Source: an optimization exercise on an open RTL-to-GDS flow (aim: small area, a short achievable clock period and few clock cycles per item). Production flows keep margins and buffers that such runs may drop.
In this exercise RTL edits were held to simulation tests only and were not proved equivalent to the original.

==> flow/design.v (excerpt) <==
module xtea_core (
    input  logic         clock,
    input  logic         reset_n,
    input  logic         in_valid,
    output logic         in_ready,
    input  logic         mode,
    input  logic [31:0]  data_in1,
    input  logic [31:0]  data_in2,
    input  logic [127:0] key_in,
    output logic         out_valid,
    input  logic         out_ready,
    output logic [31:0]  data_out1,
    output logic [31:0]  data_out2,
    output logic         busy
);
Size in the first run: roughly 1600 cells after synthesis, roughly 240 flip-flops, about 260 I/O pins, roughly 0.016 mm2 of cells after synthesis.
export LEC_CHECK = 0
export CAP_MARGIN = 20
export CORE_MARGIN = 2
export CORE_UTILIZATION = 40
export SLEW_MARGIN = 20
create_clock -name core_clock -period 12.0 [get_ports {clock}]
standard.sh (not shown) runs the stock make flow with config.mk's settings and CLKGATE_MAP_FILE= SYNTH_SCRIPT=/design/flow/synth_recipe.tcl, a recipe that flattens the netlist after the stock synthesis.
==> flow/flow/run.sh <==
#!/bin/bash
# Layout flow: the standard flow (standard.sh: the standard synthesis, floorplan, place,
# CTS, route, finish) with two changes: the ports are buffered by the smallest buffer cell
# instead of the delay buffer buffer_ports picks by default, and clock tree synthesis adds no
# dummy loads. Each ORFS step logs to orfs/logs/; the whole make output goes to flow.log here.
set -euo pipefail
export BUFFER_PORTS_ARGS="-buffer_cell sky130_fd_sc_hd__buf_1"
export CTS_ARGS="-sink_clustering_enable -repair_clock_nets -dont_use_dummy_load"
bash standard.sh > flow.log 2>&1
Testbench counts at the start, summed over its fixed seeds: cycles 25,352, items 384.
Then changed:
==> flow/flow/run.sh (replaced) <==
#!/bin/bash
# Layout flow: the standard flow with these changes:
# - synthesis: the standard flow's synthesis script (flow/synth.tcl) with ABC mapping by flow/map.abc,
#   run into syn/; its netlist is then handed to the standard flow as SYNTH_NETLIST_FILES;
# - the ports are buffered by the smallest buffer cell (buf_1);
# - clock tree synthesis adds no dummy loads and uses clkbuf_8;
# - timing repair aims at a setup slack of SETUP_SLACK_MARGIN.
# Logs: synth.log (synthesis make output), flow.log (the standard flow's make output), and
# ORFS's per-step logs under syn/logs and orfs/logs.
set -euo pipefail
here=$(pwd)
export FLOW_ABC_SCRIPT=$here/flow/map.abc
make -C "$FLOW_HOME" DESIGN_CONFIG="$here/config.mk" WORK_HOME="$here/syn" CLKGATE_MAP_FILE= \
  SYNTH_SCRIPT="$here/flow/synth.tcl" synth > synth.log 2>&1
export SYNTH_NETLIST_FILES=$here/syn/results/$FLOW_PLATFORM/xtea_core/base/1_2_yosys.v
export BUFFER_PORTS_ARGS="-buffer_cell sky130_fd_sc_hd__buf_1"
export CTS_ARGS="-sink_clustering_enable -repair_clock_nets -dont_use_dummy_load -buf_list {sky130_fd_sc_hd__clkbuf_8}"
export SETUP_SLACK_MARGIN=6.5
bash standard.sh > flow.log 2>&1
==> flow/flow/map.abc (new file) <==
strash
&get -n
&fraig -x
&put
scorr
dc2
strash
&get -n
&dch -f
&nf {D}
&put
buffer
upsize {D}
dnsize {D}
stime -p
==> flow/flow/synth.tcl (new file) <==
# The standard flow's synthesis script (synth_recipe.tcl) with one change: Yosys's abc calls map the logic
# with the ABC script named by $::env(FLOW_ABC_SCRIPT) instead of ORFS's abc_speed.script.
proc synth {args} { yosys synth -nofsm -noshare {*}$args }
proc abc {args} {
  set i [lsearch -exact $args -script]
  if {$i >= 0} {
    set args [lreplace $args $i [expr {$i + 1}] -script $::env(FLOW_ABC_SCRIPT)]
  }
  yosys abc {*}$args
}
source $::env(SCRIPTS_DIR)/synth.tcl
# left out here: clear keep_hierarchy, flatten, clean up, hide names made inside functions, write 1_2_yosys.v
Clock-buffer cell count is higher by 15.
Global-route usage is higher by 1.7 points.
Final area is higher by 4.7%.
Cell count is higher by 0.69%.
Then changed:
==> flow/flow/run.sh (replaced) <==
#!/bin/bash
# Layout flow: the standard flow (standard.sh: the standard synthesis, floorplan, place,
# CTS, route, finish) with the ports buffered by the smallest buffer cell instead of the delay
# buffer buffer_ports picks by default. Each ORFS step logs to orfs/logs/; the whole make
# output goes to flow.log in this folder.
set -euo pipefail
export BUFFER_PORTS_ARGS="-buffer_cell sky130_fd_sc_hd__buf_1"
bash standard.sh > flow.log 2>&1
removed: flow/flow/map.abc
removed: flow/flow/synth.tcl
After rerunning:
- non-clock buffer count drops by 119
- die area climbs by 7.2%
- hold slack degrades by 0.079 ns
- critical path depth drops by 11
- final cell count hardly moves
- utilization drops by 4.9 points
- wire length is about the same
- design area drops by 3.5%
Then changed:
==> flow/flow/run.sh (replaced) <==
#!/bin/bash
# Layout flow: the standard flow (standard.sh: the standard synthesis, floorplan, place,
# CTS, route, finish) with two changes: the ports are buffered by the smallest buffer cell
# instead of the delay buffer buffer_ports picks by default, and clock tree synthesis adds no
# dummy loads. Each ORFS step logs to orfs/logs/; the whole make output goes to flow.log here.
set -euo pipefail
export BUFFER_PORTS_ARGS="-buffer_cell sky130_fd_sc_hd__buf_1"
export CTS_ARGS="-sink_clustering_enable -repair_clock_nets -dont_use_dummy_load"
export SETUP_SLACK_MARGIN=7.0
bash standard.sh > flow.log 2>&1
Clock skew went up by 0.0078 ns.
Wire length rose by 2.1%.
Utilization goes up by 2.0 points.
Design area climbs by 4.3%.
Cell count grows by 1.5%.
Global-route usage shrinks by 0.15 points.
Non-clock buffer count increases by 57.
Worst setup slack is better by 0.61 ns.
Count of clock-buffer cells in the layout goes down by 2.
First-iteration DRC count increases by 36%.
Then changed:
--- a/flow/flow/run.sh
+++ b/flow/flow/run.sh
@@ -6,5 +6,5 @@
 set -euo pipefail
 export BUFFER_PORTS_ARGS="-buffer_cell sky130_fd_sc_hd__buf_1"
-export CTS_ARGS="-sink_clustering_enable -repair_clock_nets -dont_use_dummy_load"
-export SETUP_SLACK_MARGIN=7.0
+export CTS_ARGS="-sink_clustering_enable -repair_clock_nets -dont_use_dummy_load -buf_list {sky130_fd_sc_hd__clkbuf_8}"
+export SETUP_SLACK_MARGIN=6.5
 bash standard.sh > flow.log 2>&1
--- a/flow/config.mk
+++ b/flow/config.mk
@@ -8,4 +8,4 @@
 export CAP_MARGIN = 20
 export CORE_MARGIN = 2
-export CORE_UTILIZATION = 40
+export CORE_UTILIZATION = 65
 export SLEW_MARGIN = 20
Result: Worst hold slack gains 0.0034 ns. Area after synthesis stays the same. Global-route usage went up by 11 points.


== P ==
xtea_core, a different RTL version from the one above (not shown whole).
Size in the first run: roughly 1,600 cells after synthesis, ~260 I/O pins, about 15,000 um^2 of cells after synthesis.
==> flow/design.v (excerpt) <==
module xtea_core (
    input  logic         clock,
    input  logic         reset_n,
    input  logic         in_valid,
    output logic         in_ready,
    input  logic         mode,
    input  logic [31:0]  data_in1,
    input  logic [31:0]  data_in2,
    input  logic [127:0] key_in,
    output logic         out_valid,
    input  logic         out_ready,
    output logic [31:0]  data_out1,
    output logic [31:0]  data_out2,
    output logic         busy
);
export LEC_CHECK = 0
export CAP_MARGIN = 20
export CORE_MARGIN = 2
export CORE_UTILIZATION = 40
export SLEW_MARGIN = 20
create_clock -name core_clock -period 12.0 [get_ports {clock}]
==> flow/flow/run.sh <==
#!/bin/bash
# Layout flow: the standard flow with these changes:
# - synthesis: the standard flow's synthesis script (flow/synth.tcl) with ABC mapping by flow/map.abc,
#   run into syn/; its netlist is then handed to the standard flow as SYNTH_NETLIST_FILES;
# - the ports are buffered by the smallest buffer cell (buf_1);
# - clock tree synthesis adds no dummy loads and uses clkbuf_8;
# - timing repair aims at a setup slack of SETUP_SLACK_MARGIN.
# Logs: synth.log (synthesis make output), flow.log (the standard flow's make output), and
# ORFS's per-step logs under syn/logs and orfs/logs.
set -euo pipefail
here=$(pwd)
export FLOW_ABC_SCRIPT=$here/flow/map.abc
make -C "$FLOW_HOME" DESIGN_CONFIG="$here/config.mk" WORK_HOME="$here/syn" CLKGATE_MAP_FILE= \
  SYNTH_SCRIPT="$here/flow/synth.tcl" synth > synth.log 2>&1
export SYNTH_NETLIST_FILES=$here/syn/results/$FLOW_PLATFORM/xtea_core/base/1_2_yosys.v
export BUFFER_PORTS_ARGS="-buffer_cell sky130_fd_sc_hd__buf_1"
export CTS_ARGS="-sink_clustering_enable -repair_clock_nets -dont_use_dummy_load -buf_list {sky130_fd_sc_hd__clkbuf_8}"
export SETUP_SLACK_MARGIN=6.5
bash standard.sh > flow.log 2>&1
==> flow/flow/map.abc <==
&get -n
&st
&dch
&nf {D}
&put
buffer
upsize {D}
dnsize {D}
==> flow/flow/synth.tcl <==
# The standard flow's synthesis script (synth_recipe.tcl) with one change: Yosys's abc calls map the logic
# with the ABC script named by $::env(FLOW_ABC_SCRIPT) instead of ORFS's abc_speed.script.
proc synth {args} { yosys synth -nofsm -noshare {*}$args }
proc abc {args} {
  set i [lsearch -exact $args -script]
  if {$i >= 0} {
    set args [lreplace $args $i [expr {$i + 1}] -script $::env(FLOW_ABC_SCRIPT)]
  }
  yosys abc {*}$args
}
source $::env(SCRIPTS_DIR)/synth.tcl
# left out here: clear keep_hierarchy, flatten, clean up, hide names made inside functions, write 1_2_yosys.v
Testbench counts of P, summed over its fixed seeds: cycles 25,352, items 384.
Relative to P, the following input files were edited for Q:
-- flow/flow/run.sh --
<<< P, line 17
export CTS_ARGS="-sink_clustering_enable -repair_clock_nets -dont_use_dummy_load -buf_list {sky130_fd_sc_hd__clkbuf_8}"
export SETUP_SLACK_MARGIN=6.5
>>> Q, line 17
export CTS_ARGS="-sink_clustering_enable -repair_clock_nets -dont_use_dummy_load -buf_list {sky130_fd_sc_hd__clkbuf_8 sky130_fd_sc_hd__clkbuf_16} -sink_clustering_size 20 -sink_clustering_max_diameter 100"
export SETUP_SLACK_MARGIN=6.8
## What came out
Looking at number of clock buffer instances in the layout, Q sits below P. Q: final cycle utilization of the critical path 0.39 points below P. Critical path's slowest cell = sky130_fd_sc_hd__buf_1: P; critical path's slowest cell = sky130_fd_sc_hd__buf_2: Q. Q vs. P: die outline height did not really move, length of routed wiring on met1 now sits at about the same level.
The following lists how R was set up differently from Q:
-- flow/flow/run.sh --
<<< Q, line 7
# - timing repair aims at a setup slack of SETUP_SLACK_MARGIN.
>>> R, line 7
# - timing repair aims at a setup slack of SETUP_SLACK_MARGIN;
# - the port buffers of in_ready and out_ready are upsized after global placement (flow/ports.tcl).
<<< Q, line 17
export CTS_ARGS="-sink_clustering_enable -repair_clock_nets -dont_use_dummy_load -buf_list {sky130_fd_sc_hd__clkbuf_8 sky130_fd_sc_hd__clkbuf_16} -sink_clustering_size 20 -sink_clustering_max_diameter 100"
export SETUP_SLACK_MARGIN=6.8
>>> R, line 18
export CTS_ARGS="-sink_clustering_enable -repair_clock_nets -dont_use_dummy_load -buf_list {sky130_fd_sc_hd__clkbuf_8} -sink_clustering_size 14 -sink_clustering_max_diameter 80"
export SETUP_SLACK_MARGIN=7.0
export POST_GLOBAL_PLACE_TCL=$here/flow/ports.tcl
==> flow/flow/ports.tcl (new file) <==
# Run after global placement (POST_GLOBAL_PLACE_TCL): the ports on the combinational path from
# out_ready to in_ready get a stronger port buffer than the buf_1 every other port has.
foreach {port cell} {in_ready sky130_fd_sc_hd__buf_4 out_ready sky130_fd_sc_hd__buf_2} {
  foreach pin [get_pins -of_objects [get_nets -of_objects [get_ports $port]]] {
    set inst [get_cells -of_objects $pin]
    if {[get_property $inst ref_name] eq "sky130_fd_sc_hd__buf_1"} {
      puts "ports.tcl: [get_property $inst full_name] -> $cell"
      replace_cell $inst $cell
    }
  }
}
As far as y dimension of the die goes, R and Q are indistinguishable; the numbers are identical. As far as die outline width goes, Q and R are indistinguishable; the numbers are identical. R against Q: synthesized cell count comparable, summed instance area of the synthesized netlist comparable. R got as far as global placement, where a tool error ended the run.
Setup changes, R to S
-- flow/flow/run.sh --
<<< R, line 7
# - timing repair aims at a setup slack of SETUP_SLACK_MARGIN;
# - the port buffers of in_ready and out_ready are upsized after global placement (flow/ports.tcl).
>>> S, line 7
# - timing repair aims at a setup slack of SETUP_SLACK_MARGIN.
<<< R, line 20
export POST_GLOBAL_PLACE_TCL=$here/flow/ports.tcl
>>> S, line 19
removed: flow/flow/ports.tcl
==> notes.md <==
S reached the final stage; the timing, design-rule and antenna checks on its layout passed. S vs. R: average cell area after synthesis level, I/O pin count shows no meaningful change, total of buffers placed on input and output ports shows no meaningful change. There was hardly any difference in synthesized netlist net count between R and S. Diff R..S | initial cell density of the core | unchanged. Comparing R against S, there is no change at all in synthesized cell count. Comparing S against R, there is no change at all in number of rows in the core area. Comparing R against S, there is no change at all in die boundary width. Combined area of all synthesized cells: R vs S identical. On chip height, R tracks S almost exactly.
Changes in T relative to S:
-- flow/flow/run.sh --
<<< S, line 17
export CTS_ARGS="-sink_clustering_enable -repair_clock_nets -dont_use_dummy_load -buf_list {sky130_fd_sc_hd__clkbuf_8} -sink_clustering_size 14 -sink_clustering_max_diameter 80"
export SETUP_SLACK_MARGIN=7.0
>>> T, line 17
export CTS_ARGS="-sink_clustering_enable -repair_clock_nets -dont_use_dummy_load -buf_list {sky130_fd_sc_hd__clkbuf_8}"
export SETUP_SLACK_MARGIN=6.8
Findings:
- No run among S and T stopped early or left any final violation; all are clean.
- Wire length of the first global-routing pass delta for T relative to S: about 0.9% higher
- Summary — area fraction of clock buffers and clock inverters, T relative to S: higher, by 1.6 points.
- Delta (T minus S): maximum count of clock buffers along a single path level, global routing usage on met1 shows no meaningful change, clock-pin slew on the worst setup and hold paths shows a reduction of 0.03 ns.

## separate check: timing with driven ports
The flow's constraints put no driver on any port. The routed layouts listed below were extracted and timed again, unchanged, in two steps.
Step 1, drivers: a clkbuf_16 drives clock and a buf_2 each remaining input, both assumed.
Step 2 moves the port delays by t, midway between the first and last clock arrival at a register: inputs arrive t later, outputs are due t later. That takes back most of the time a late clock gives input paths.
Three values: ideal ports, drivers, drivers and shift; two values: the first two.
| run | t (ns) | slack for setup (ns) | clock arrival spread, ns | slew at the worst register clock pin (ns) | cell pins on the clock port's net |
|---|---|---|---|---|---|
| the first run of note 1 | 0.583 | 6.220 / 6.220 / 6.220 | 0.019 / 0.018 | 0.06 / 0.06 | 1 |
| the second run of note 1 | 0.611 | 6.334 / 6.334 / 6.334 | 0.081 / 0.081 | 0.06 / 0.06 | 1 |
| the third run of note 1 | 0.603 | 6.205 / 6.205 / 6.205 | 0.024 / 0.025 | 0.06 / 0.06 | 1 |
| the fourth run of note 1 | 0.575 | 6.813 / 6.780 / 6.780 | 0.036 / 0.036 | 0.06 / 0.06 | 1 |
| the fifth run of note 1 | 0.557 | 6.627 / 6.627 / 6.627 | 0.080 / 0.079 | 0.06 / 0.06 | 1 |
| P | 0.614 | 6.829 / 6.807 / 6.807 | 0.058 / 0.058 | 0.06 / 0.06 | 1 |
| Q | 0.555 | 6.876 / 6.854 / 6.854 | 0.028 / 0.028 | 0.09 / 0.09 | 1 |
| S | 0.601 | 6.878 / 6.839 / 6.839 | 0.028 / 0.028 | 0.10 / 0.10 | 1 |
| T | 0.592 | 6.876 / 6.854 / 6.854 | 0.096 / 0.097 | 0.06 / 0.06 | 1 |
After both steps setup and hold are still met in every run listed. For S, which loses most, drivers alone change the setup slack by -0.039 ns; drivers and shift together by -0.039 ns.
